What follows belongs to an exercise in optimizing a design on an open flow for small area and a short achievable clock period; a production flow would make more cautious choices.
At most, simulation tests tie the RTL to the original design; equivalence was not proved.
Function not checked in runs 2 to 4: the RTL went through the layout flow alone.
Power and IR drop assume default switching activity.

==> design.v <==
package video_pkg;
    localparam int H_ACTIVE     = 16;                    
    localparam int H_TOTAL      = 24;                    
    localparam int H_SYNC_START = 18;                    
    localparam int H_SYNC_END   = 20;                    
    localparam int V_ACTIVE     = 8;                     
    localparam int V_TOTAL      = 12;                    
    localparam int V_SYNC_START = 9;                     
    localparam int V_SYNC_END   = 10;                    
    localparam int SYNC_DELAY   = 2;                     
    localparam int H_CNT_W      = $clog2(H_TOTAL);       
    localparam int V_CNT_W      = $clog2(V_TOTAL);       
    localparam int H_ADDR_W     = $clog2(H_ACTIVE);      
    localparam int V_ADDR_W     = $clog2(V_ACTIVE);      
    localparam int STORE_DEPTH  = H_ACTIVE * V_ACTIVE;   
    localparam int STORE_AW     = V_ADDR_W + H_ADDR_W;   
    localparam int PIX_W        = 16;                    
    typedef struct packed {
        logic [7:0] hi;                                  
        logic [7:0] lo;                                  
    } pix_bytes_t;
    typedef struct packed {
        logic [4:0] r;                                   
        logic [5:0] g;
        logic [4:0] b;
    } pix_rgb565_t;
    typedef union packed {
        pix_bytes_t  bytes;
        pix_rgb565_t rgb565;
    } pixel_word_t;
endpackage
`timescale 1ns/1ps
module camera_byte_pack (
    input  logic                           video_clk,
    input  logic                           rst_n,
    input  logic                           cam_vsync,   
    input  logic                           cam_href,    
    input  logic [7:0]                     cam_data,
    output logic                           wr_en,
    output logic [video_pkg::STORE_AW-1:0] wr_addr,
    output video_pkg::pixel_word_t         wr_data
);
    logic                           vsync_q;      
    logic                           href_q;       
    logic                           byte_phase;   
    logic                           frame_full;   
    logic [video_pkg::STORE_AW-1:0] wr_ptr;       
    logic [7:0]                     hi_byte;      
    logic                           vsync_rise;
    logic                           href_fall;
    logic                           pair_done;    
    logic                           pair_store;   
    video_pkg::pixel_word_t         rx_word;      
    assign vsync_rise = cam_vsync & ~vsync_q;
    assign href_fall  = ~cam_href & href_q;
    assign pair_done  = cam_href & byte_phase & ~vsync_rise;
    assign pair_store = pair_done & ~frame_full;   
    always_comb
    begin
        rx_word.bytes.hi = hi_byte;
        rx_word.bytes.lo = cam_data;
    end
    always_ff @(posedge video_clk or negedge rst_n)
    begin
        if (!rst_n)
        begin
            vsync_q    <= 1'b0;
            href_q     <= 1'b0;
            byte_phase <= 1'b0;
            frame_full <= 1'b0;
            wr_ptr     <= '0;
            wr_en      <= 1'b0;
        end
        else
        begin
            vsync_q <= cam_vsync;
            href_q  <= cam_href;
            wr_en   <= pair_store;                         
            if (vsync_rise)
            begin
                byte_phase <= 1'b0;                        
                frame_full <= 1'b0;
                wr_ptr     <= '0;
            end
            else if (cam_href)
            begin
                byte_phase <= ~byte_phase;
                if (pair_store)
                begin
                    wr_ptr <= wr_ptr + 1'b1;
                    if (wr_ptr == video_pkg::STORE_AW'(video_pkg::STORE_DEPTH - 1))
                    begin
                        frame_full <= 1'b1;                
                    end
                end
            end
            else if (href_fall)
            begin
                byte_phase <= 1'b0;                        
            end
        end
    end
    always_ff @(posedge video_clk)
    begin
        if (cam_href && !byte_phase)
        begin
            hi_byte <= cam_data;
        end
        if (pair_store)
        begin
            wr_addr           <= wr_ptr;
            wr_data.rgb565.r  <= rx_word.rgb565.b;
            wr_data.rgb565.g  <= rx_word.rgb565.g;
            wr_data.rgb565.b  <= rx_word.rgb565.r;
        end
    end
endmodule
`timescale 1ns/1ps
module frame_store (
    input  logic                           video_clk,
    input  logic                           wr_en,
    input  logic [video_pkg::STORE_AW-1:0] wr_addr,
    input  logic [video_pkg::PIX_W-1:0]    wr_data,
    input  logic [video_pkg::STORE_AW-1:0] rd_addr,   
    output logic [video_pkg::PIX_W-1:0]    rd_data    
);
    logic [video_pkg::PIX_W-1:0] mem [video_pkg::STORE_DEPTH];
    always_ff @(posedge video_clk)
    begin
        if (wr_en)
        begin
            mem[wr_addr] <= wr_data;
        end
    end
    always_ff @(posedge video_clk)
    begin
        rd_data <= mem[rd_addr];
    end
endmodule
`timescale 1ns/1ps
module raster_timing (
    input  logic                           video_clk,
    input  logic                           rst_n,
    output logic                           hs_raw,    
    output logic                           vs_raw,
    output logic                           de_raw,
    output logic [video_pkg::STORE_AW-1:0] rd_addr
);
    logic [video_pkg::H_CNT_W-1:0] h_cnt;    
    logic [video_pkg::V_CNT_W-1:0] v_cnt;    
    logic                          h_last;   
    logic                          v_last;   
    assign h_last = (h_cnt == video_pkg::H_CNT_W'(video_pkg::H_TOTAL - 1));
    assign v_last = (v_cnt == video_pkg::V_CNT_W'(video_pkg::V_TOTAL - 1));
    always_ff @(posedge video_clk or negedge rst_n)
    begin
        if (!rst_n)
        begin
            h_cnt <= '0;                               
            v_cnt <= '0;
        end
        else if (h_last)
        begin
            h_cnt <= '0;
            v_cnt <= v_last ? '0 : v_cnt + 1'b1;       
        end
        else
        begin
            h_cnt <= h_cnt + 1'b1;
        end
    end
    assign hs_raw = (h_cnt >= video_pkg::H_CNT_W'(video_pkg::H_SYNC_START)) &&
                    (h_cnt <= video_pkg::H_CNT_W'(video_pkg::H_SYNC_END));      
    assign vs_raw = (v_cnt >= video_pkg::V_CNT_W'(video_pkg::V_SYNC_START)) &&
                    (v_cnt <= video_pkg::V_CNT_W'(video_pkg::V_SYNC_END));      
    assign de_raw = (h_cnt < video_pkg::H_CNT_W'(video_pkg::H_ACTIVE)) &&
                    (v_cnt < video_pkg::V_CNT_W'(video_pkg::V_ACTIVE));
    assign rd_addr = de_raw ? {v_cnt[video_pkg::V_ADDR_W-1:0],
                               h_cnt[video_pkg::H_ADDR_W-1:0]} : '0;
endmodule
`timescale 1ns/1ps
module video_out_stage (
    input  logic                   video_clk,
    input  logic                   rst_n,
    input  logic                   hs_raw,
    input  logic                   vs_raw,
    input  logic                   de_raw,
    input  video_pkg::pixel_word_t rd_data,   
    output logic                   vid_hs,
    output logic                   vid_vs,
    output logic                   vid_de,
    output logic [7:0]             vid_r,
    output logic [7:0]             vid_g,
    output logic [7:0]             vid_b
);
    logic [video_pkg::SYNC_DELAY-1:0][2:0] sync_pipe;
    logic                                  de_early;   
    assign de_early = sync_pipe[video_pkg::SYNC_DELAY-2][0];
    always_ff @(posedge video_clk or negedge rst_n)
    begin
        if (!rst_n)
        begin
            sync_pipe <= '0;                           
        end
        else
        begin
            sync_pipe <= {sync_pipe[video_pkg::SYNC_DELAY-2:0], {hs_raw, vs_raw, de_raw}};
        end
    end
    assign vid_hs = sync_pipe[video_pkg::SYNC_DELAY-1][2];
    assign vid_vs = sync_pipe[video_pkg::SYNC_DELAY-1][1];
    assign vid_de = sync_pipe[video_pkg::SYNC_DELAY-1][0];
    always_ff @(posedge video_clk or negedge rst_n)
    begin
        if (!rst_n)
        begin
            vid_r <= '0;
            vid_g <= '0;
            vid_b <= '0;
        end
        else if (de_early)
        begin
            vid_r <= {rd_data.rgb565.r, 3'b000};
            vid_g <= {rd_data.rgb565.g, 2'b00};
            vid_b <= {rd_data.rgb565.b, 3'b000};
        end
        else
        begin
            vid_r <= '0;                               
            vid_g <= '0;
            vid_b <= '0;
        end
    end
endmodule
`timescale 1ns/1ps
module camera_display_top (
    input  logic       video_clk,
    input  logic       rst_n,
    input  logic       cam_vsync,
    input  logic       cam_href,
    input  logic [7:0] cam_data,
    output logic       vid_hs,
    output logic       vid_vs,
    output logic       vid_de,
    output logic [7:0] vid_r,
    output logic [7:0] vid_g,
    output logic [7:0] vid_b
);
    logic                           wr_en;     
    logic [video_pkg::STORE_AW-1:0] wr_addr;
    logic [video_pkg::PIX_W-1:0]    wr_data;   
    logic [video_pkg::STORE_AW-1:0] rd_addr;   
    logic [video_pkg::PIX_W-1:0]    rd_data;
    logic                           hs_raw;
    logic                           vs_raw;
    logic                           de_raw;
    camera_byte_pack u_byte_pack (
        .video_clk (video_clk),
        .rst_n     (rst_n),
        .cam_vsync (cam_vsync),
        .cam_href  (cam_href),
        .cam_data  (cam_data),
        .wr_en     (wr_en),
        .wr_addr   (wr_addr),
        .wr_data   (wr_data)
    );
    frame_store u_store (
        .video_clk (video_clk),
        .wr_en     (wr_en),
        .wr_addr   (wr_addr),
        .wr_data   (wr_data),
        .rd_addr   (rd_addr),
        .rd_data   (rd_data)
    );
    raster_timing u_raster (
        .video_clk (video_clk),
        .rst_n     (rst_n),
        .hs_raw    (hs_raw),
        .vs_raw    (vs_raw),
        .de_raw    (de_raw),
        .rd_addr   (rd_addr)
    );
    video_out_stage u_out (
        .video_clk (video_clk),
        .rst_n     (rst_n),
        .hs_raw    (hs_raw),
        .vs_raw    (vs_raw),
        .de_raw    (de_raw),
        .rd_data   (rd_data),
        .vid_hs    (vid_hs),
        .vid_vs    (vid_vs),
        .vid_de    (vid_de),
        .vid_r     (vid_r),
        .vid_g     (vid_g),
        .vid_b     (vid_b)
    );
endmodule
==> run.sh <==
#!/bin/bash
# synth_recipe.tcl (not shown) runs the flow's synth.tcl, then flattens the netlist and writes it again
# the make line also repeats each setting of config.mk as NAME=value (left out here)
make -C /OpenROAD-flow-scripts/flow DESIGN_CONFIG=/design/flow/config.mk WORK_HOME=/design/flow/orfs CLKGATE_MAP_FILE= SYNTH_SCRIPT=/design/flow/synth_recipe.tcl finish
==> config.mk <==
export PLATFORM = sky130hd
export DESIGN_NAME = camera_display_top
export DESIGN_NICKNAME = camera_display_top
export VERILOG_FILES = /design/flow/design.v
export SDC_FILE = /design/flow/constraint.sdc
export NUM_CORES = 4
export LEC_CHECK = 0
export CAP_MARGIN = 20
export CORE_MARGIN = 2
export CORE_UTILIZATION = 40
export PLACE_DENSITY = 0.6
export SLEW_MARGIN = 20
==> constraint.sdc <==
create_clock -name core_clock -period 5.0 [get_ports {video_clk}]
set_input_delay 1.0000 -clock core_clock [delete_from_list [all_inputs] [get_ports {video_clk}]]
set_output_delay 1.0000 -clock core_clock [all_outputs]
set_load 0.01 [all_outputs]
==> metrics.yaml, run 1 <==
dieArea_um2: 214600
fin_tns_setup_ps: 0
place_hpwl_mm: 141.3
part_of_the_yosys_area_used_for_sequential_elements_pct: 75.65
wire_length_of_the_first_global_routing_pass_mm: 340.7
postCtsSetupRepairBufs: 0
areaGrowthSynthToFinish_pct: 13.79
dr.pass1.iters: 8
fin_skew_ps: 71.83
cts-htree-levels: 4
clk_transition_reported_paths_ps: 60
max-clock-path-buffers: 3
r2r_start: "u_raster.v_cnt[3]"
synth-warning-count: 4
grt_pass1_vias: 47082
syn-mean-instance-area_um2: 15.76
floorplan.die.width_um: 463.3
synthesis.instances: 5353
maxCapViolCount: 0
clock_tree_from_tritoncts: "yes"
count_of_pins_on_the_block_boundary: 39
die_y_um: 463.3
num_vias: 49264
power_leakage_nw: 32.81
drtAntennaViolNets: 0
first_iter_violations: 6642
post_synth_mux_area_share_pct: 7.445
arithmetic_cell_share_of_the_synthesized_area_counting_full_adders_half_adders_and_majority_gates_pct: 0.07415
power_report.internal_total_mw: 28.77
layout_setup_ws_ps: 497.5
rows: 168
grt_antenna_before_repair: 4
final-setup-viol-count: 0
slew_viol_final: 0
critical_path.startpoint: "u_raster.v_cnt[3]"
netlist-cell-type-count: 67
pre_cts_slack_ps: 675.3
yosys.area_share.simple_pct: 5.284
worstPathArrival_ps: 5170
final_core_utilization_pct: 45.81
hold_buffers: 0
final_nets: 5514
pwr-share-clk_pct: 44.7
total_switching_power_mw: 7.230
asyncSetResetFlopFracSynth_pct: 2.011
cts_root_buf: "sky130_fd_sc_hd__clkbuf_16"
vias_per_cell: 5.802
max_freq_mhz: 222.1
gpl.final_weighted_congestion: 0.8865
worstSkewPairLatency_ps: 870
layout_common_cells: "sky130_fd_sc_hd__edfxtp_1, sky130_fd_sc_hd__mux2i_1, sky130_fd_sc_hd__a21oi_1"
drt_wl_total_mm: 238.1
power.density_cell_area_nw_per_um2: 375.0
crit_path_max_fanout: 26
finalHoldViolCount: 0
path_class: "reg -> reg"
postCtsResizedCells: 0
wl_per_cell_um: 28.05
floorplan.initialDensity_pct: 40.26
worst_setup_path_end_kind: "register"
drive_gt1_share_pct: 14.64
cts.sinks: 2138
ys_seq_elements: 2138
compound_gate_fraction_of_synth_area_pct: 9.190
power_frac_seq_pct: 54.5
cts_buffers: 214
synth.cell_area_um2: 84370
relative_slew_slack_pct: 23.55
yosys.area_share.xor_xnor_pct: 0.08305
design.core.area_um2: 209600
run_status: "timing/DRC/antenna clean"
required_ps: 5670
globalRouteOverflowTotal: 0
finalCriticalPeriod_ps: 4503
max_slew.worst_pin.slew_ps: 1135
power_frac_comb_pct: 0.8
ys.flop_type: "sky130_fd_sc_hd__edfxtp_1"
vdd.ir_drop.worst_uv: 349.4
critical_path.startpoint_type: "register"
maximum_number_of_pins_on_one_net_before_global_route_repair: 140
largest_family_of_logic_cells_by_synthesized_area: "compound AO/OA/AOI/OAI gates"
drc_errors: 0
hp-class: "in -> async"
unrepaired_setup_endpoints_after_global_routing: "no"
port_buffers: 30
p_total_mw: 36.00
grt_usage_pct: 21.60
synth-edff-count: 2079
sw_frac_of_total_pct: 20.08
layout.cells.most_common: "sky130_fd_sc_hd__edfxtp_1"
min_period_over_period_pct: 90.05
worst max-delay path: stages, from the launching register on:
cell and delay (ps):
sky130_fd_sc_hd__dfrtp_1 680, sky130_fd_sc_hd__or2_4 530, sky130_fd_sc_hd__inv_2 400, sky130_fd_sc_hd__o21ai_2 380, sky130_fd_sc_hd__buf_4 340, sky130_fd_sc_hd__a21o_1 220
sky130_fd_sc_hd__a221oi_1 780, sky130_fd_sc_hd__nor4_1 150, sky130_fd_sc_hd__nor3_1 660, sky130_fd_sc_hd__nand3b_1 140
metal layers:
layer | GRT usage (%) | part of all wire [%] | vias up | wire [um]
li1 | - | - | 21250 | -
met1 | 31.34 | 42 | 25230 | 100500
met2 | 32.95 | 46 | 2439 | 108500
met3 | 3.773 | 9.1 | 343 | 21680
met4 | 7.100 | 3.1 | 2 | 7437
met5 | 0 | 0.0055 | - | 13
synthesized netlist by cell type, types with 8 or more instances:
cell,instances,area [um2]
sky130_fd_sc_hd__buf_6,13,146.4
sky130_fd_sc_hd__and2_1,16,100.1
sky130_fd_sc_hd__nor3_1,57,285.3
sky130_fd_sc_hd__nor4_1,14,87.58
sky130_fd_sc_hd__nand2b_1,12,75.07
sky130_fd_sc_hd__a211oi_2,11,137.6
sky130_fd_sc_hd__a311oi_1,12,105.1
sky130_fd_sc_hd__mux4_2,8,180.2
sky130_fd_sc_hd__inv_1,19,71.32
sky130_fd_sc_hd__and3_1,15,93.84
sky130_fd_sc_hd__nand3_1,88,440.4
sky130_fd_sc_hd__nand3b_1,13,97.59
sky130_fd_sc_hd__a21oi_1,420,2102
sky130_fd_sc_hd__a31oi_1,81,506.7
sky130_fd_sc_hd__mux2i_1,425,4254
sky130_fd_sc_hd__a211oi_1,76,570.6
sky130_fd_sc_hd__a21o_1,14,105.1
sky130_fd_sc_hd__a221oi_1,42,367.9
sky130_fd_sc_hd__edfxtp_1,2079,62430
sky130_fd_sc_hd__o221ai_1,78,683.2
sky130_fd_sc_hd__nand4_1,21,131.4
sky130_fd_sc_hd__o22ai_1,122,763.2
sky130_fd_sc_hd__buf_1,31,116.4
sky130_fd_sc_hd__buf_2,162,810.8
sky130_fd_sc_hd__buf_4,28,210.2
sky130_fd_sc_hd__o311a_1,10,100.1
sky130_fd_sc_hd__o211ai_1,29,217.7
sky130_fd_sc_hd__dfxtp_1,16,320.3
sky130_fd_sc_hd__o31ai_1,10,75.07
sky130_fd_sc_hd__nor2_1,241,904.6
sky130_fd_sc_hd__clkbuf_1,146,548.0
sky130_fd_sc_hd__a22oi_1,98,735.7
sky130_fd_sc_hd__dfrtp_1,43,1076
sky130_fd_sc_hd__mux2_2,164,1847
sky130_fd_sc_hd__nand2_1,403,1513
sky130_fd_sc_hd__o21ai_0,178,890.9
sky130_fd_sc_hd__nor2b_1,83,519.3
sequential cells by signal (all words and copies together) (netlist names), 6 cells and up:
signal	flops
u_byte_pack.hi_byte	8
u_store.rd_data	16
u_store.mem	2048
u_out.sync_pipe	6
u_byte_pack.wr_data	16
u_byte_pack.wr_ptr	7
u_byte_pack.wr_addr	7
u_out.vid_g	6
area by class of cell:
cell class | count | area [um2]
Antenna cell | 2 | 5.005
Clock buffer | 273 | 5707
Clock inverter | 130 | 1415
Fill cell | 18004 | 113600
Inverter | 20 | 75.07
Multi-Input combinational cell | 2821 | 18820
Sequential cell | 2138 | 63840
Tap cell | 2805 | 3510
Timing Repair Buffer | 302 | 2635
power by group through the flow:
stage / registers [mW] / clock network [mW] / logic, mW
finish: 19.6 / 16.1 / 0.295
global route: 19.6 / 17.0 / 0.313
CTS: 19.6 / 16.3 / 0.293
detailed placement: 20.0 / 0 / 0.293
global placement: 20.0 / 0 / 0.281
floorplan: 20.1 / 0 / 0.0434
stage by stage:
step                      area (um2)  hold slack [ps]  instances
after floorplan                84390            331.2       5360
after global placement         88810            332.1       8084
final                          96000            212.4       8491
after detailed placement       88850            336.4       8085
after global routing           96000            245.0       8490
after CTS                      95970            207.5       8488
path summary, 6_finish.rpt:
path / slack, ps / endpoint / depth (start not counted)
worst max-delay path: 500 / u_store.rd_data[5] / 9
min in group core_clock: 350 / u_out.sync_pipe[4] / 0
worst min register to register: 350 / u_out.sync_pipe[4] / 0
max in group asynchronous: 4040 / u_raster.h_cnt[2] / 1
worst max register to register: 500 / u_store.rd_data[5] / 9
worst min-delay path: 210 / u_byte_pack.vsync_q / 1
kinds of logic after synthesis:
logic type	Yosys count
flip-flops	2138
AO/OA/AOI/OAI	1218
AND/OR/NAND/NOR	985
multiplexers	597
buffers and inverters	401
XOR/XNOR	8
adder cells (fa/ha/maj)	5
other	1
==> inputs of run 2 (changes only) <==
--- a/design.v
+++ b/design.v
@@ -36,8 +36,9 @@
     input  logic                           cam_vsync,   
     input  logic                           cam_href,    
     input  logic [7:0]                     cam_data,
+    input  logic [video_pkg::STORE_AW-1:0] phase,       
     output logic                           wr_en,
-    output logic [video_pkg::STORE_AW-1:0] wr_addr,
+    output logic [video_pkg::STORE_AW-1:0] wr_pos,      
     output video_pkg::pixel_word_t         wr_data
 );
     logic                           vsync_q;      
@@ -108,7 +109,7 @@
         end
         if (pair_store)
         begin
-            wr_addr           <= wr_ptr;
+            wr_pos            <= wr_ptr - phase - 2'd2;   
             wr_data.rgb565.r  <= rx_word.rgb565.b;
             wr_data.rgb565.g  <= rx_word.rgb565.g;
             wr_data.rgb565.b  <= rx_word.rgb565.r;
@@ -118,33 +119,61 @@
 `timescale 1ns/1ps
 module frame_store (
     input  logic                           video_clk,
-    input  logic                           wr_en,
-    input  logic [video_pkg::STORE_AW-1:0] wr_addr,
+    input  logic                           wr_en,     
+    input  logic [video_pkg::STORE_AW-1:0] wr_pos,    
     input  logic [video_pkg::PIX_W-1:0]    wr_data,
-    input  logic [video_pkg::STORE_AW-1:0] rd_addr,   
+    input  logic [video_pkg::STORE_AW-1:0] rd_pos,    
     output logic [video_pkg::PIX_W-1:0]    rd_data    
 );
-    logic [video_pkg::PIX_W-1:0] mem [video_pkg::STORE_DEPTH];
+    localparam int N = video_pkg::STORE_DEPTH;
+    logic [video_pkg::PIX_W-1:0] ring [N];
+    logic                        wr_late;             
+    logic                        wr_go;
+    logic [N/2-1:0]              tap_en;
+    assign wr_go = (wr_en & ~wr_pos[0]) | wr_late;
+    always_comb
+    begin
+        for (int k = 0; k < N/2; k++)
+        begin
+            tap_en[k] = wr_go && (wr_pos[video_pkg::STORE_AW-1:1] == (video_pkg::STORE_AW-1)'(k));
+        end
+    end
     always_ff @(posedge video_clk)
     begin
-        if (wr_en)
+        wr_late <= wr_en & wr_pos[0];
+        for (int p = 0; p < N; p++)
         begin
-            mem[wr_addr] <= wr_data;
+            if ((p % 2 == 0) && tap_en[p/2])
+            begin
+                ring[p] <= wr_data;
+            end
+            else
+            begin
+                ring[p] <= ring[(p + 1) % N];
+            end
         end
     end
     always_ff @(posedge video_clk)
     begin
-        rd_data <= mem[rd_addr];
+        if (wr_late && (rd_pos == wr_pos))
+        begin
+            rd_data <= wr_data;
+        end
+        else
+        begin
+            rd_data <= ring[rd_pos];
+        end
     end
 endmodule
 `timescale 1ns/1ps
 module raster_timing (
     input  logic                           video_clk,
     input  logic                           rst_n,
+    input  logic [video_pkg::STORE_AW-1:0] phase,     
     output logic                           hs_raw,    
     output logic                           vs_raw,
     output logic                           de_raw,
-    output logic [video_pkg::STORE_AW-1:0] rd_addr
+    output logic [video_pkg::STORE_AW-1:0] rd_pos     
 );
     logic [video_pkg::H_CNT_W-1:0] h_cnt;    
     logic [video_pkg::V_CNT_W-1:0] v_cnt;    
@@ -175,8 +204,16 @@
                     (v_cnt <= video_pkg::V_CNT_W'(video_pkg::V_SYNC_END));      
     assign de_raw = (h_cnt < video_pkg::H_CNT_W'(video_pkg::H_ACTIVE)) &&
                     (v_cnt < video_pkg::V_CNT_W'(video_pkg::V_ACTIVE));
-    assign rd_addr = de_raw ? {v_cnt[video_pkg::V_ADDR_W-1:0],
-                               h_cnt[video_pkg::H_ADDR_W-1:0]} : '0;
+    logic [video_pkg::H_CNT_W-1:0] h_nxt;
+    logic [video_pkg::V_CNT_W-1:0] v_nxt;
+    logic [video_pkg::STORE_AW-1:0] a_nxt;
+    assign h_nxt = h_last ? '0 : h_cnt + 1'b1;
+    assign v_nxt = h_last ? (v_last ? '0 : v_cnt + 1'b1) : v_cnt;
+    assign a_nxt = rst_n ? {v_nxt[video_pkg::V_ADDR_W-1:0], h_nxt[video_pkg::H_ADDR_W-1:0]} : '0;
+    always_ff @(posedge video_clk)
+    begin
+        rd_pos <= a_nxt - phase - 1'b1;
+    end
 endmodule
 `timescale 1ns/1ps
 module video_out_stage (
@@ -247,38 +284,45 @@
     output logic [7:0] vid_b
 );
     logic                           wr_en;     
-    logic [video_pkg::STORE_AW-1:0] wr_addr;
+    logic [video_pkg::STORE_AW-1:0] wr_pos;    
     logic [video_pkg::PIX_W-1:0]    wr_data;   
-    logic [video_pkg::STORE_AW-1:0] rd_addr;   
+    logic [video_pkg::STORE_AW-1:0] rd_pos;    
     logic [video_pkg::PIX_W-1:0]    rd_data;
+    logic [video_pkg::STORE_AW-1:0] phase;     
     logic                           hs_raw;
     logic                           vs_raw;
     logic                           de_raw;
+    always_ff @(posedge video_clk)
+    begin
+        phase <= phase + 1'b1;
+    end
     camera_byte_pack u_byte_pack (
         .video_clk (video_clk),
         .rst_n     (rst_n),
         .cam_vsync (cam_vsync),
         .cam_href  (cam_href),
         .cam_data  (cam_data),
+        .phase     (phase),
         .wr_en     (wr_en),
-        .wr_addr   (wr_addr),
+        .wr_pos    (wr_pos),
         .wr_data   (wr_data)
     );
     frame_store u_store (
         .video_clk (video_clk),
         .wr_en     (wr_en),
-        .wr_addr   (wr_addr),
+        .wr_pos    (wr_pos),
         .wr_data   (wr_data),
-        .rd_addr   (rd_addr),
+        .rd_pos    (rd_pos),
         .rd_data   (rd_data)
     );
     raster_timing u_raster (
         .video_clk (video_clk),
         .rst_n     (rst_n),
+        .phase     (phase),
         .hs_raw    (hs_raw),
         .vs_raw    (vs_raw),
         .de_raw    (de_raw),
-        .rd_addr   (rd_addr)
+        .rd_pos    (rd_pos)
     );
     video_out_stage u_out (
         .video_clk (video_clk),
==> run 2 against run 1 <==
Net effect:
- die area fell by 13%
- sequential cell count grew 15
- first-iteration DRC count increased by 90%
- sequential share of layout area fell by 15 points
- area after synthesis is 13% lower
- total power is 0.92% higher
- final area down 11%
- clock power increased by 9%
- register-to-register slack improved by 170 ps
- critical path depth shrank 2
- fmax is 3.8% higher
- via count up 28%
- largest cell class unchanged
==> metrics.yaml, run 2 <==
routedLengthMet1_mm: 154.2
p_total_mw: 36.33
synth-edff-count: 31
maxCapViolCount: 0
cts-htree-levels: 4
drive_gt1_share_pct: 28.75
dieArea_um2: 185900
grt_antenna_before_repair: 61
final_nets: 6235
cpMaxStageDelayCell: "sky130_fd_sc_hd__a2111oi_0"
multiInputGateArea_um2: 27560
power_report.internal_total_mw: 27.92
layout_setup_ws_ps: 663.7
synth-warning-count: 6
gpl.final_weighted_congestion: 1.091
run_status: "timing/DRC/antenna clean"
ys_seq_elements: 2153
synth_commonest_cells: "sky130_fd_sc_hd__dfxtp_1, sky130_fd_sc_hd__mux2_2, sky130_fd_sc_hd__a22oi_1"
synthesis.instances: 6097
postCtsResizedCells: 0
syn-mean-instance-area_um2: 11.97
power_leakage_nw: 33.18
top_register: "u_store.ring"
required_ps: 5760
largest_reg_flops: 2048
critPathBufInv: 0
cts.sinks: 2153
finalCriticalPeriod_ps: 4336
synth_area_leader_cell: "sky130_fd_sc_hd__dfxtp_1"
wl_per_cell_um: 48.09
place_hpwl_mm: 272.2
cts_root_buf: "sky130_fd_sc_hd__clkbuf_16"
floorplan.die.width_um: 431.2
vdd.ir_drop.worst_uv: 309.5
postCtsSetupRepairBufs: 0
pwr-share-clk_pct: 48.3
cts_buffers: 215
rows: 156
total_switching_power_mw: 8.409
synth.most_common_cell: "sky130_fd_sc_hd__dfxtp_1"
worst_setup_path_end_kind: "register"
maximum_number_of_pins_on_one_net_before_global_route_repair: 66
largestRegisters: "u_store.ring: 2048 flops, u_byte_pack.wr_data: 16 flops, u_store.rd_data: 16 flops"
wire_length_of_the_first_global_routing_pass_mm: 545.8
unrepaired_setup_endpoints_after_global_routing: "no"
netlist-cell-type-count: 90
grt_pass1_vias: 57284
worstSkewPairLatency_ps: 910
final-setup-viol-count: 0
count_of_pins_on_the_block_boundary: 39
design.core.area_um2: 180900
dr.pass1.iters: 8
part_of_the_yosys_area_used_for_sequential_elements_pct: 59.77
drtAntennaViolNets: 0
relative_slew_slack_pct: 12.73
pre_cts_slack_ps: 996.8
areaGrowthSynthToFinish_pct: 17.11
fin_tns_setup_ps: 0
worstPathArrival_ps: 5100
register_area_um2: 43650
hp-class: "reg -> reg"
asyncSetResetFlopFracSynth_pct: 1.997
filler_cell_count: 16301
grt_usage_pct: 44.00
ys.flop_type: "sky130_fd_sc_hd__dfxtp_1"
final_core_utilization_pct: 47.24
drt_wl_total_mm: 423.9
max-clock-path-buffers: 3
clock_tree_from_tritoncts: "yes"
layout.cells.most_common: "sky130_fd_sc_hd__dfxtp_1"
crit_path_max_fanout: 34
max_freq_mhz: 230.6
slew_viol_final: 0
synth.cell_area_um2: 72990
layout_common_cells: "sky130_fd_sc_hd__dfxtp_1, sky130_fd_sc_hd__mux2_2, sky130_fd_sc_hd__a22oi_1"
floorplan.initialDensity_pct: 40.34
die_y_um: 431.2
num_vias: 63156
whs_ps: 286.0
routed.top_layer: "met5"
sw_frac_of_total_pct: 23.15
crit_path_max_incr_delay_ps: 1160
critPathTopFamily: "simple AND/OR/NAND/NOR gates"
port_buffers: 30
critical_path.startpoint_type: "register"
timing.critical_path.cells: "nand4bb_1 > nor2_2 > a2111oi_0 > nor4b_1 > nand4_1 > nor4_1 > o22ai_1"
min_period_over_period_pct: 86.73
finalHoldViolCount: 0
area_share_of_the_leading_cell_type_in_the_synthesized_netlist_pct: 57.02
wl_met3_mm: 64.03
path_class: "reg -> reg"
power_frac_comb_pct: 2.1
met2_wirelength_mm: 162.4
power_frac_seq_pct: 49.6
leading_post_synthesis_cells_by_cell_area: "sky130_fd_sc_hd__dfxtp_1, sky130_fd_sc_hd__mux2_2, sky130_fd_sc_hd__a22oi_1"
max_slew.worst_pin.slew_ps: 1306
drc_errors: 0
first_iter_violations: 12594
globalRouteOverflowTotal: 0
clk_transition_reported_paths_ps: 60
vias_per_cell: 7.164
power.density_cell_area_nw_per_um2: 425.0
fin_skew_ps: 71.79
==> run 2: cell types whose count changed after synthesis, moves of 72 or more <==
| cell | previous run | this run |
|---|---|---|
| sky130_fd_sc_hd__nor2_1 | 241 | 163 |
| sky130_fd_sc_hd__a32oi_1 | 2 | 136 |
| sky130_fd_sc_hd__nand3_1 | 88 | 212 |
| sky130_fd_sc_hd__nand4_1 | 21 | 102 |
| sky130_fd_sc_hd__mux2_2 | 164 | 967 |
| sky130_fd_sc_hd__nand2_1 | 403 | 204 |
| sky130_fd_sc_hd__a21oi_1 | 420 | 92 |
| sky130_fd_sc_hd__dfxtp_1 | 16 | 2079 |
| sky130_fd_sc_hd__mux2i_1 | 425 | 37 |
| sky130_fd_sc_hd__a22o_1 | 1 | 76 |
| sky130_fd_sc_hd__clkbuf_1 | 146 | 292 |
| sky130_fd_sc_hd__o221ai_1 | 78 | 6 |
| sky130_fd_sc_hd__edfxtp_1 | 2079 | 31 |
| sky130_fd_sc_hd__a22oi_1 | 98 | 479 |
==> run 2: worst reg2reg max path: cells and delay by family, from the launching register on <==
family,cells,cell delay [ps]
compound gates,2,1280
flops,1,680
simple gates,5,2260
==> run 2: through the flow <==
stage	std cells	instance area (um2)
finish	8816	85480
global route	8774	85370
CTS	8754	85290
detailed placement	8346	77560
global placement	8345	77530
floorplan	6104	73020
==> run 2: path summary, 6_finish.rpt <==
kind	cells past startpoint	slack (ps)	end	startpoint
worst max-delay path	7	660	u_store.rd_data[7]	u_raster.rd_pos[3]
worst min-delay path	0	290	u_store.ring[43][13]	u_store.ring[44][13]
worst max register to register	7	660	u_store.rd_data[7]	u_raster.rd_pos[3]
worst min register to register	0	290	u_store.ring[43][13]	u_store.ring[44][13]
max in group asynchronous	3	3720	u_byte_pack.byte_phase	rst_n
min in group asynchronous	2	480	u_out.sync_pipe[4]	rst_n
==> run 2: routing by layer <==
layer	GRT usage, %	vias to the layer above
met2	58.64	6739
met1	54.36	31290
met5	0.1821	-
met3	19.19	2064
met4	35.99	42
li1	-	23021
==> run 2: cell families after synthesis <==
kind of cell    after synthesis  synth area share, %
other cells                   1             0.005138
xor+xnor                     33               0.3960
mux                        1006                15.46
flops                      2153                59.77
simple gates               1019                7.421
buf+inv                     560                3.310
compound gates             1298                13.16
fa+ha+maj                    27               0.4834
==> run 2: timing repair <==
| action | 4_1_cts | 5_1_grt |
|---|---|---|
| endpoints found under the hold margin | 1 | 0 |
| endpoints found under the setup margin | 0 | 0 |
| hold buffers | 1 | 0 |
==> run 2: layout make-up <==
cell class              count  share of cell area (%)
flip-flops and latches   2153                   51.07
well taps                2370                   3.469
diodes                     60                  0.1757
clock buffers             313                   7.448
inverters                  45                  0.1976
clock inverters            94                   1.585
multi-input cells        3391                   32.24
repair buffers            390                   3.812
==> run 2: power groups by stage <==
stage	combinational [mW]	clock, mW	sequential [mW]
floorplan	0.441	0	18.2
global placement	0.717	0	18.4
detailed placement	0.724	0	18.4
CTS	0.730	17.4	18.0
global route	0.777	18.1	18.0
finish	0.770	17.5	18.0
==> inputs of run 3 (changes only) <==
--- a/design.v
+++ b/design.v
@@ -122,7 +122,8 @@
     input  logic                           wr_en,     
     input  logic [video_pkg::STORE_AW-1:0] wr_pos,    
     input  logic [video_pkg::PIX_W-1:0]    wr_data,
-    input  logic [video_pkg::STORE_AW-1:0] rd_pos,    
+    input  logic [7:0]                     rd_lo,     
+    input  logic [15:0]                    rd_hi,     
     output logic [video_pkg::PIX_W-1:0]    rd_data    
 );
     localparam int N = video_pkg::STORE_DEPTH;
@@ -153,15 +154,26 @@
             end
         end
     end
+    logic [N-1:0]                rd_sel;
+    logic [video_pkg::PIX_W-1:0] rd_word;
+    always_comb
+    begin
+        rd_word = '0;
+        for (int p = 0; p < N; p++)
+        begin
+            rd_sel[p] = rd_lo[p % 8] & rd_hi[p / 8];
+            rd_word   = rd_word | (ring[p] & {video_pkg::PIX_W{rd_sel[p]}});
+        end
+    end
     always_ff @(posedge video_clk)
     begin
-        if (wr_late && (rd_pos == wr_pos))
+        if (wr_late && rd_lo[wr_pos[2:0]] && rd_hi[wr_pos[6:3]])
         begin
             rd_data <= wr_data;
         end
         else
         begin
-            rd_data <= ring[rd_pos];
+            rd_data <= rd_word;
         end
     end
 endmodule
@@ -173,7 +185,8 @@
     output logic                           hs_raw,    
     output logic                           vs_raw,
     output logic                           de_raw,
-    output logic [video_pkg::STORE_AW-1:0] rd_pos     
+    output logic [7:0]                     rd_lo,     
+    output logic [15:0]                    rd_hi      
 );
     logic [video_pkg::H_CNT_W-1:0] h_cnt;    
     logic [video_pkg::V_CNT_W-1:0] v_cnt;    
@@ -204,15 +217,24 @@
                     (v_cnt <= video_pkg::V_CNT_W'(video_pkg::V_SYNC_END));      
     assign de_raw = (h_cnt < video_pkg::H_CNT_W'(video_pkg::H_ACTIVE)) &&
                     (v_cnt < video_pkg::V_CNT_W'(video_pkg::V_ACTIVE));
-    logic [video_pkg::H_CNT_W-1:0] h_nxt;
-    logic [video_pkg::V_CNT_W-1:0] v_nxt;
-    logic [video_pkg::STORE_AW-1:0] a_nxt;
+    logic [video_pkg::H_CNT_W-1:0]  h_nxt;
+    logic [video_pkg::V_CNT_W-1:0]  v_nxt;
+    logic [video_pkg::STORE_AW-1:0] p_run;    
+    logic [video_pkg::STORE_AW-1:0] p_nxt;
     assign h_nxt = h_last ? '0 : h_cnt + 1'b1;
     assign v_nxt = h_last ? (v_last ? '0 : v_cnt + 1'b1) : v_cnt;
-    assign a_nxt = rst_n ? {v_nxt[video_pkg::V_ADDR_W-1:0], h_nxt[video_pkg::H_ADDR_W-1:0]} : '0;
+    assign p_run = {v_nxt[video_pkg::V_ADDR_W-1:0], h_nxt[video_pkg::H_ADDR_W-1:0]} + ~phase;
+    assign p_nxt = rst_n ? p_run : ~phase;
     always_ff @(posedge video_clk)
     begin
-        rd_pos <= a_nxt - phase - 1'b1;
+        for (int i = 0; i < 8; i++)
+        begin
+            rd_lo[i] <= (p_nxt[2:0] == 3'(i));
+        end
+        for (int i = 0; i < 16; i++)
+        begin
+            rd_hi[i] <= (p_nxt[6:3] == 4'(i));
+        end
     end
 endmodule
 `timescale 1ns/1ps
@@ -286,7 +308,8 @@
     logic                           wr_en;     
     logic [video_pkg::STORE_AW-1:0] wr_pos;    
     logic [video_pkg::PIX_W-1:0]    wr_data;   
-    logic [video_pkg::STORE_AW-1:0] rd_pos;    
+    logic [7:0]                     rd_lo;     
+    logic [15:0]                    rd_hi;     
     logic [video_pkg::PIX_W-1:0]    rd_data;
     logic [video_pkg::STORE_AW-1:0] phase;     
     logic                           hs_raw;
@@ -312,7 +335,8 @@
         .wr_en     (wr_en),
         .wr_pos    (wr_pos),
         .wr_data   (wr_data),
-        .rd_pos    (rd_pos),
+        .rd_lo     (rd_lo),
+        .rd_hi     (rd_hi),
         .rd_data   (rd_data)
     );
     raster_timing u_raster (
@@ -322,7 +346,8 @@
         .hs_raw    (hs_raw),
         .vs_raw    (vs_raw),
         .de_raw    (de_raw),
-        .rd_pos    (rd_pos)
+        .rd_lo     (rd_lo),
+        .rd_hi     (rd_hi)
     );
     video_out_stage u_out (
         .video_clk (video_clk),
==> run 3 against run 2 <==
Net effect:
- still clean
- combinational power grew 43%
- setup slack gained 990 ps
- sequential share of layout area grew 2.3 points
- wire length shrank 23%
- critical path type unchanged
==> metrics.yaml, run 3 <==
slew_viol_final: 0
fin_skew_ps: 47.79
area_share_of_the_leading_cell_type_in_the_synthesized_netlist_pct: 58.17
grt_pass1_vias: 54017
pre_cts_slack_ps: 1709
max_slew.worst_pin.slew_ps: 1312
dieArea_um2: 183700
cts-htree-levels: 4
crit_path_max_fanout: 27
synth.cell_area_um2: 72130
worstPathArrival_ps: 4000
worstSkewPairLatency_ps: 870
rows: 155
grt_antenna_before_repair: 16
areaGrowthSynthToFinish_pct: 14.45
layout_common_cells: "sky130_fd_sc_hd__dfxtp_1, sky130_fd_sc_hd__mux2_2, sky130_fd_sc_hd__a22oi_1"
floorplan.initialDensity_pct: 40.34
postCtsSetupRepairBufs: 0
synth-edff-count: 31
path_class: "reg -> reg"
first_iter_violations: 9601
synthesis.instances: 5880
drive_gt1_share_pct: 28.10
run_status: "timing/DRC/antenna clean"
netlist-cell-type-count: 75
cts_root_buf: "sky130_fd_sc_hd__clkbuf_16"
power_leakage_nw: 31.94
asyncSetResetFlopFracSynth_pct: 1.982
floorplan.die.width_um: 428.7
synth.most_common_cell: "sky130_fd_sc_hd__dfxtp_1"
wl_per_cell_um: 39.40
finalCriticalPeriod_ps: 3349
finalHoldViolCount: 0
synth-warning-count: 6
count_of_pins_on_the_block_boundary: 39
hp-class: "in -> async"
clk_transition_reported_paths_ps: 60
filler_cell_count: 16132
relative_slew_slack_pct: 12.24
maximum_number_of_pins_on_one_net_before_global_route_repair: 80
globalRouteOverflowTotal: 0
die_y_um: 428.7
gpl.final_weighted_congestion: 0.9840
cts.sinks: 2170
cts_buffers: 209
final_core_utilization_pct: 46.17
fin_tns_setup_ps: 0
power.density_cell_area_nw_per_um2: 434.0
grt_usage_pct: 34.34
p_total_mw: 35.83
clock_tree_from_tritoncts: "yes"
unrepaired_setup_endpoints_after_global_routing: "no"
place_hpwl_mm: 198.9
dr.pass1.iters: 9
hold_buffers: 0
leading_post_synthesis_cells_by_cell_area: "sky130_fd_sc_hd__dfxtp_1, sky130_fd_sc_hd__mux2_2, sky130_fd_sc_hd__a22oi_1"
vias_per_cell: 6.688
worst_setup_path_end_kind: "register"
part_of_the_yosys_area_used_for_sequential_elements_pct: 60.96
largest_reg_flops: 2048
ys_seq_elements: 2170
syn-mean-instance-area_um2: 12.27
ys.flop_type: "sky130_fd_sc_hd__dfxtp_1"
design.core.area_um2: 178800
synth_area_leader_cell: "sky130_fd_sc_hd__dfxtp_1"
top_register: "u_store.ring"
drt_wl_total_mm: 328.3
layout.cells.most_common: "sky130_fd_sc_hd__dfxtp_1"
drc_errors: 0
wire_length_of_the_first_global_routing_pass_mm: 442.1
max_freq_mhz: 298.6
min_period_over_period_pct: 66.97
drtAntennaViolNets: 0
final-setup-viol-count: 0
num_vias: 55727
postCtsResizedCells: 0
critical_path.startpoint_type: "register"
required_ps: 5650
maxCapViolCount: 0
layout_setup_ws_ps: 1651
final_cells: 8332
port_buffers: 30
vdd.ir_drop.worst_uv: 360.8
final_nets: 5826
placedCellCount: 7930
max-clock-path-buffers: 3
synth_commonest_cells: "sky130_fd_sc_hd__dfxtp_1, sky130_fd_sc_hd__mux2_2, sky130_fd_sc_hd__a22oi_1"
[run 3: changes by cell type after synthesis, moves of 32 or more]
cell                       delta
sky130_fd_sc_hd__nand2_1     -98
sky130_fd_sc_hd__a31oi_1     +51
sky130_fd_sc_hd__mux2i_1     -32
sky130_fd_sc_hd__a32oi_1     -64
sky130_fd_sc_hd__mux2_2      +57
sky130_fd_sc_hd__clkbuf_1    +42
sky130_fd_sc_hd__a22oi_1     +56
sky130_fd_sc_hd__buf_2       -58
sky130_fd_sc_hd__a222oi_1    +46
sky130_fd_sc_hd__buf_1       +47
sky130_fd_sc_hd__o21ai_0    -120
sky130_fd_sc_hd__nand3_1     +83
sky130_fd_sc_hd__a21oi_1     +32
sky130_fd_sc_hd__nor2_1      -67
[run 3: cells by family (layout without fill, tap and decap cells)]
kind of cell    Yosys count  count (layout)  share of synthesized area [%]
mux                    1037            1037                          16.30
buf+inv                 585             663                          3.228
xor+xnor                 23              23                         0.2793
compound gates         1233            1233                          12.87
other cells               1              20                       0.005199
fa+ha+maj                27              27                         0.4892
simple gates            804             804                          5.874
flops                  2170            2170                          60.96
[run 3: area by class of cell]
class / instances / area [um2] / area share [%]
flip-flops and latches: 2170 / 44060 / 53.37
clock buffers: 308 / 6262 / 7.586
multi-input cells: 3132 / 26140 / 31.66
repair buffers: 214 / 1954 / 2.367
clock inverters: 81 / 935.9 / 1.134
inverters: 60 / 225.2 / 0.2728
well taps: 2355 / 2947 / 3.569
diodes: 12 / 30.03 / 0.03638
[run 3: report_power, final]
part | leakage (nW) | internal, mW | switching (mW)
Clock | 3.57 | 9.51 | 7.06
Combinational | 10.6 | 0.312 | 0.786
Sequential | 17.8 | 17.8 | 0.407
[run 3: worst paths after layout]
path | startpoint | end | slack, ps | depth (start not counted)
min in group core_clock | u_store.ring[56][13] | u_store.ring[55][13] | 320 | 0
max in group asynchronous | rst_n | u_out.vid_g[7] | 3720 | 2
min | rst_n | u_out.vid_r[3] | 120 | 1
min reg2reg | u_store.ring[56][13] | u_store.ring[55][13] | 320 | 0
max reg2reg | u_raster.rd_lo[7] | u_store.rd_data[2] | 1650 | 8
max | u_raster.rd_lo[7] | u_store.rd_data[2] | 1650 | 8
[run 3: per-layer routing]
metal,GRT usage (%),part of all wire (%),wire length [um]
met5,0.2342,0.042,139
met4,24.65,8.3,27220
met3,12.08,14,45480
met2,48.13,40,132200
met1,43.59,38,123300
[run 3: critical path: stages (launching register included)]
cell and delay (ps):
sky130_fd_sc_hd__dfxtp_4 500, sky130_fd_sc_hd__buf_4 300, sky130_fd_sc_hd__inv_2 760, sky130_fd_sc_hd__buf_4 530, sky130_fd_sc_hd__o22ai_1 160, sky130_fd_sc_hd__a21oi_1 180, sky130_fd_sc_hd__o21ai_0 110, sky130_fd_sc_hd__nor3_1 290
sky130_fd_sc_hd__a41oi_1 230
[run 3: per-stage QoR]
stage,hold WS [ps],area (um2)
finish,116.4,82550
global route,128.2,82530
CTS,101.8,82490
detailed placement,330.9,75300
global placement,329.0,75160
floorplan,324.2,72160
==> inputs of run 4 (changes only) <==
--- a/config.mk
+++ b/config.mk
@@ -7,6 +7,7 @@
 export LEC_CHECK = 0
 export CAP_MARGIN = 20
 export CORE_MARGIN = 2
-export CORE_UTILIZATION = 40
-export PLACE_DENSITY = 0.6
+export CORE_UTILIZATION = 50
+export PLACE_DENSITY = 0.65
+export SETUP_SLACK_MARGIN = 2.5
 export SLEW_MARGIN = 20
==> run 4 against run 3 <==
Net effect:
- synthesized cell count unchanged
- core utilization increased by 14 points
- via count up 6.4%
- setup slack improved by 330 ps
- register-to-register slack better by 330 ps
- worst hold slack improved by 130 ps
- clock skew decreased by 7.6 ps
- non-clock buffer count rose by 186
- area after synthesis stayed put
- critical path type unchanged
- critical endpoint is now u_raster.rd_hi[11]
- highest routed layer unchanged
==> metrics.yaml, run 4 <==
synth_commonest_cells: "sky130_fd_sc_hd__dfxtp_1, sky130_fd_sc_hd__mux2_2, sky130_fd_sc_hd__a22oi_1"
synthesis.instances: 5880
clock_tree_from_tritoncts: "yes"
drt_wl_total_mm: 342.6
layout.cells.most_common: "sky130_fd_sc_hd__dfxtp_1"
synth-edff-count: 31
areaGrowthSynthToFinish_pct: 19.31
synth-warning-count: 6
worstSkewPairLatency_ps: 880
fin_skew_ps: 40.19
clk_transition_reported_paths_ps: 60
synth_area_leader_cell: "sky130_fd_sc_hd__dfxtp_1"
first_iter_violations: 11661
slew_viol_final: 0
drive_gt1_share_pct: 32.49
required_ps: 5730
cts_buffers: 208
cts_root_buf: "sky130_fd_sc_hd__clkbuf_16"
asyncSetResetFlopFracSynth_pct: 1.982
final-setup-viol-count: 0
place_hpwl_mm: 199.3
cts.sinks: 2170
critical_path.startpoint_type: "register"
vias_per_cell: 7.335
maximum_number_of_pins_on_one_net_before_global_route_repair: 66
area_share_of_the_leading_cell_type_in_the_synthesized_netlist_pct: 58.17
dr.pass1.iters: 10
r2r_setup_slack_ps: 1980
worst_setup_path_end_kind: "register"
fin_tns_setup_ps: 0
relative_slew_slack_pct: 19.06
netlist-cell-type-count: 75
count_of_pins_on_the_block_boundary: 39
total_switching_power_mw: 8.465
cts-htree-levels: 4
placed_cell_area_um2: 74750
critPathBufInv: 1
ff2ff_path_depth: 10
grt_usage_pct: 44.11
max_freq_mhz: 331.2
largest_reg_flops: 2048
layout_common_cells: "sky130_fd_sc_hd__dfxtp_1, sky130_fd_sc_hd__mux2_2, sky130_fd_sc_hd__a22oi_1"
final_cell_area_um2: 86060
ys.flop_type: "sky130_fd_sc_hd__dfxtp_1"
crit_path_frequent_cell: "sky130_fd_sc_hd__o31a_1"
cpMaxStageDelayCell: "sky130_fd_sc_hd__dfrtp_1"
power_leakage_nw: 34.08
globalRouteOverflowTotal: 0
critical_path.reg2reg.endpoint: "u_raster.rd_hi[11]"
max_slew.worst_pin.slew_ps: 1214
synth.most_common_cell: "sky130_fd_sc_hd__dfxtp_1"
finalCriticalPeriod_ps: 3020
power_frac_comb_pct: 3.9
worstPathArrival_ps: 3750
die_y_um: 383.8
power_report.internal_total_mw: 28.00
power.density_cell_area_nw_per_um2: 423.7
timing.critical_path.cells: "ha_4 > buf_4 > xor2_2 > ha_1 > nor2b_2 > o31a_1 > o31a_1 > xnor2_2 > mux2i_2 > a21oi_1"
ys_seq_elements: 2170
pwr-share-clk_pct: 46.4
floorplan.initialDensity_pct: 50.27
hold_buffers: 0
power_frac_seq_pct: 49.7
crit_path_max_incr_delay_ps: 420
wl_per_cell_um: 42.38
dieArea_um2: 147300
grt_pass1_vias: 54507
top_register: "u_store.ring"
num_vias: 59299
rows: 139
maxCapViolCount: 0
unrepaired_setup_endpoints_after_global_routing: "yes"
part_of_the_yosys_area_used_for_sequential_elements_pct: 60.96
grt_antenna_before_repair: 21
final_nets: 6011
sw_frac_of_total_pct: 23.22
leading_post_synthesis_cells_by_cell_area: "sky130_fd_sc_hd__dfxtp_1, sky130_fd_sc_hd__mux2_2, sky130_fd_sc_hd__a22oi_1"
critPathTopFamily: "compound AO/OA/AOI/OAI gates"
syn-mean-instance-area_um2: 12.27
gpl.final_weighted_congestion: 1.018
floorplan.die.width_um: 383.8
drc_errors: 0
r2r_start: "u_raster.h_cnt[0]"
port_buffers: 30
hp-class: "in -> async"
finalHoldViolCount: 0
run_status: "timing/DRC/antenna clean"
final_core_utilization_pct: 59.98
wire_length_of_the_first_global_routing_pass_mm: 448.4
vdd.ir_drop.worst_uv: 395.8
max-clock-path-buffers: 3
drtAntennaViolNets: 0
min_period_over_period_pct: 60.39
synth.cell_area_um2: 72130
path_class: "reg -> reg"
design.core.area_um2: 143500
crit_path_max_fanout: 4
[run 4: cell counts after synthesis]
Identical to the previous run, type by type.
[run 4: cell type report]
class / instances / area (um2)
well taps: 1903 / 2381
flip-flops and latches: 2170 / 44060
clock inverters: 87 / 1120
inverters: 60 / 300.3
multi-input cells: 3132 / 27010
diodes: 28 / 70.07
clock buffers: 304 / 6233
fillers: 11249 / 57420
repair buffers: 400 / 4885
[run 4: power groups by stage]
stage / clock network [mW] / logic [mW] / registers [mW]
after global routing: 17.5 / 1.38 / 18.1
after CTS: 16.8 / 1.22 / 18.1
final: 16.9 / 1.41 / 18.1
after floorplan: 0 / 0.617 / 18.3
after detailed placement: 0 / 1.04 / 18.5
after global placement: 0 / 1.03 / 18.5
[run 4: worst max path at each step]
| stage | startpoint | end | depth (start not counted) |
|---|---|---|---|
| finish | u_raster.h_cnt[0] | u_raster.rd_hi[11] | 10 |
| global route | u_raster.h_cnt[0] | u_raster.rd_hi[11] | 10 |
| CTS | u_raster.rd_hi[3] | u_store.rd_data[9] | 7 |
| detailed placement | u_raster.rd_lo[4] | u_store.rd_data[9] | 6 |
| global placement | u_byte_pack.wr_pos[3] | u_store.ring[24][6] | 4 |
| floorplan | u_raster.h_cnt[0] | u_raster.rd_hi[1] | 12 |
[run 4: logic make-up after synthesis]
family | share of synthesized area (%)
compound gates | 12.87
xor+xnor | 0.2793
fa+ha+maj | 0.4892
buf+inv | 3.228
flops | 60.96
mux | 16.30
other cells | 0.005199
simple gates | 5.874
[run 4: per-layer routing]
metal / part of all wire (%) / GRT usage [%]
met2: 39 / 58.88
met5: 0.018 / 0
met1: 35 / 55.43
met4: 9.5 / 33.37
met3: 17 / 19.55
[run 4: repair_timing]
| item | 4_1_cts | 5_1_grt |
|---|---|---|
| setup endpoints to repair | 973 | 291 |
| pin swaps | 31 | 30 |
| cloned | 6 | 8 |
| resized for setup | 314 | 120 |
| setup buffers | 96 | 69 |
[run 4: worst reg2reg max path, stage by stage, from the launching register on]
cell and delay (ps):
sky130_fd_sc_hd__dfrtp_1 420, sky130_fd_sc_hd__ha_4 190, sky130_fd_sc_hd__buf_4 140, sky130_fd_sc_hd__xor2_2 160
sky130_fd_sc_hd__ha_1 360, sky130_fd_sc_hd__nor2b_2 180, sky130_fd_sc_hd__o31a_1 290, sky130_fd_sc_hd__o31a_1 380
sky130_fd_sc_hd__xnor2_2 260, sky130_fd_sc_hd__mux2i_2 360, sky130_fd_sc_hd__a21oi_1 140
[run 4: per-stage QoR]
stage	hold slack (ps)	total power [mW]	setup WS [ps]	cells
floorplan	324.2	18.90	2237	5887
global placement	330.5	19.53	1606	7481
detailed placement	330.3	19.54	1600	7486
CTS	267.3	36.14	2070	7979
global route	305.1	37.02	1874	8056
finish	249.6	36.46	1980	8084

==> static timing again, ports no longer ideal <==
In the flow no input, the clock included, has a driving cell. The finished layouts below were timed again as built, in two steps.
Step 1 assumes that a clkbuf_16 drives the clock port and a buf_2 every other input.
Step 2, shift: input delay + t, output delay - t, t = (earliest + latest rising clock arrival at the registers) / 2. This alone moves slack from input paths to output paths.
Slacks: ideal ports / drivers / drivers and shift; pairs: ideal ports / drivers.
run	t, ns	setup WS [ns]	worst setup path at the end	worst register clock-pin slew, ns	pins driven straight from the clock port
run 1	0.926	0.497 / 0.497 / 0.497	register to register	0.07 / 0.07	1
run 2	0.974	0.664 / 0.664 / 0.664	register to register	0.07 / 0.07	1
run 3	0.938	1.651 / 1.651 / 1.651	register to register	0.07 / 0.07	1
run 4	0.954	1.980 / 1.980 / 1.727	input to register	0.07 / 0.07	1
After both steps setup and hold are still met in every run listed. For run 4, which loses most, drivers alone change the setup slack by 0.000 ns; drivers and shift together by -0.253 ns.
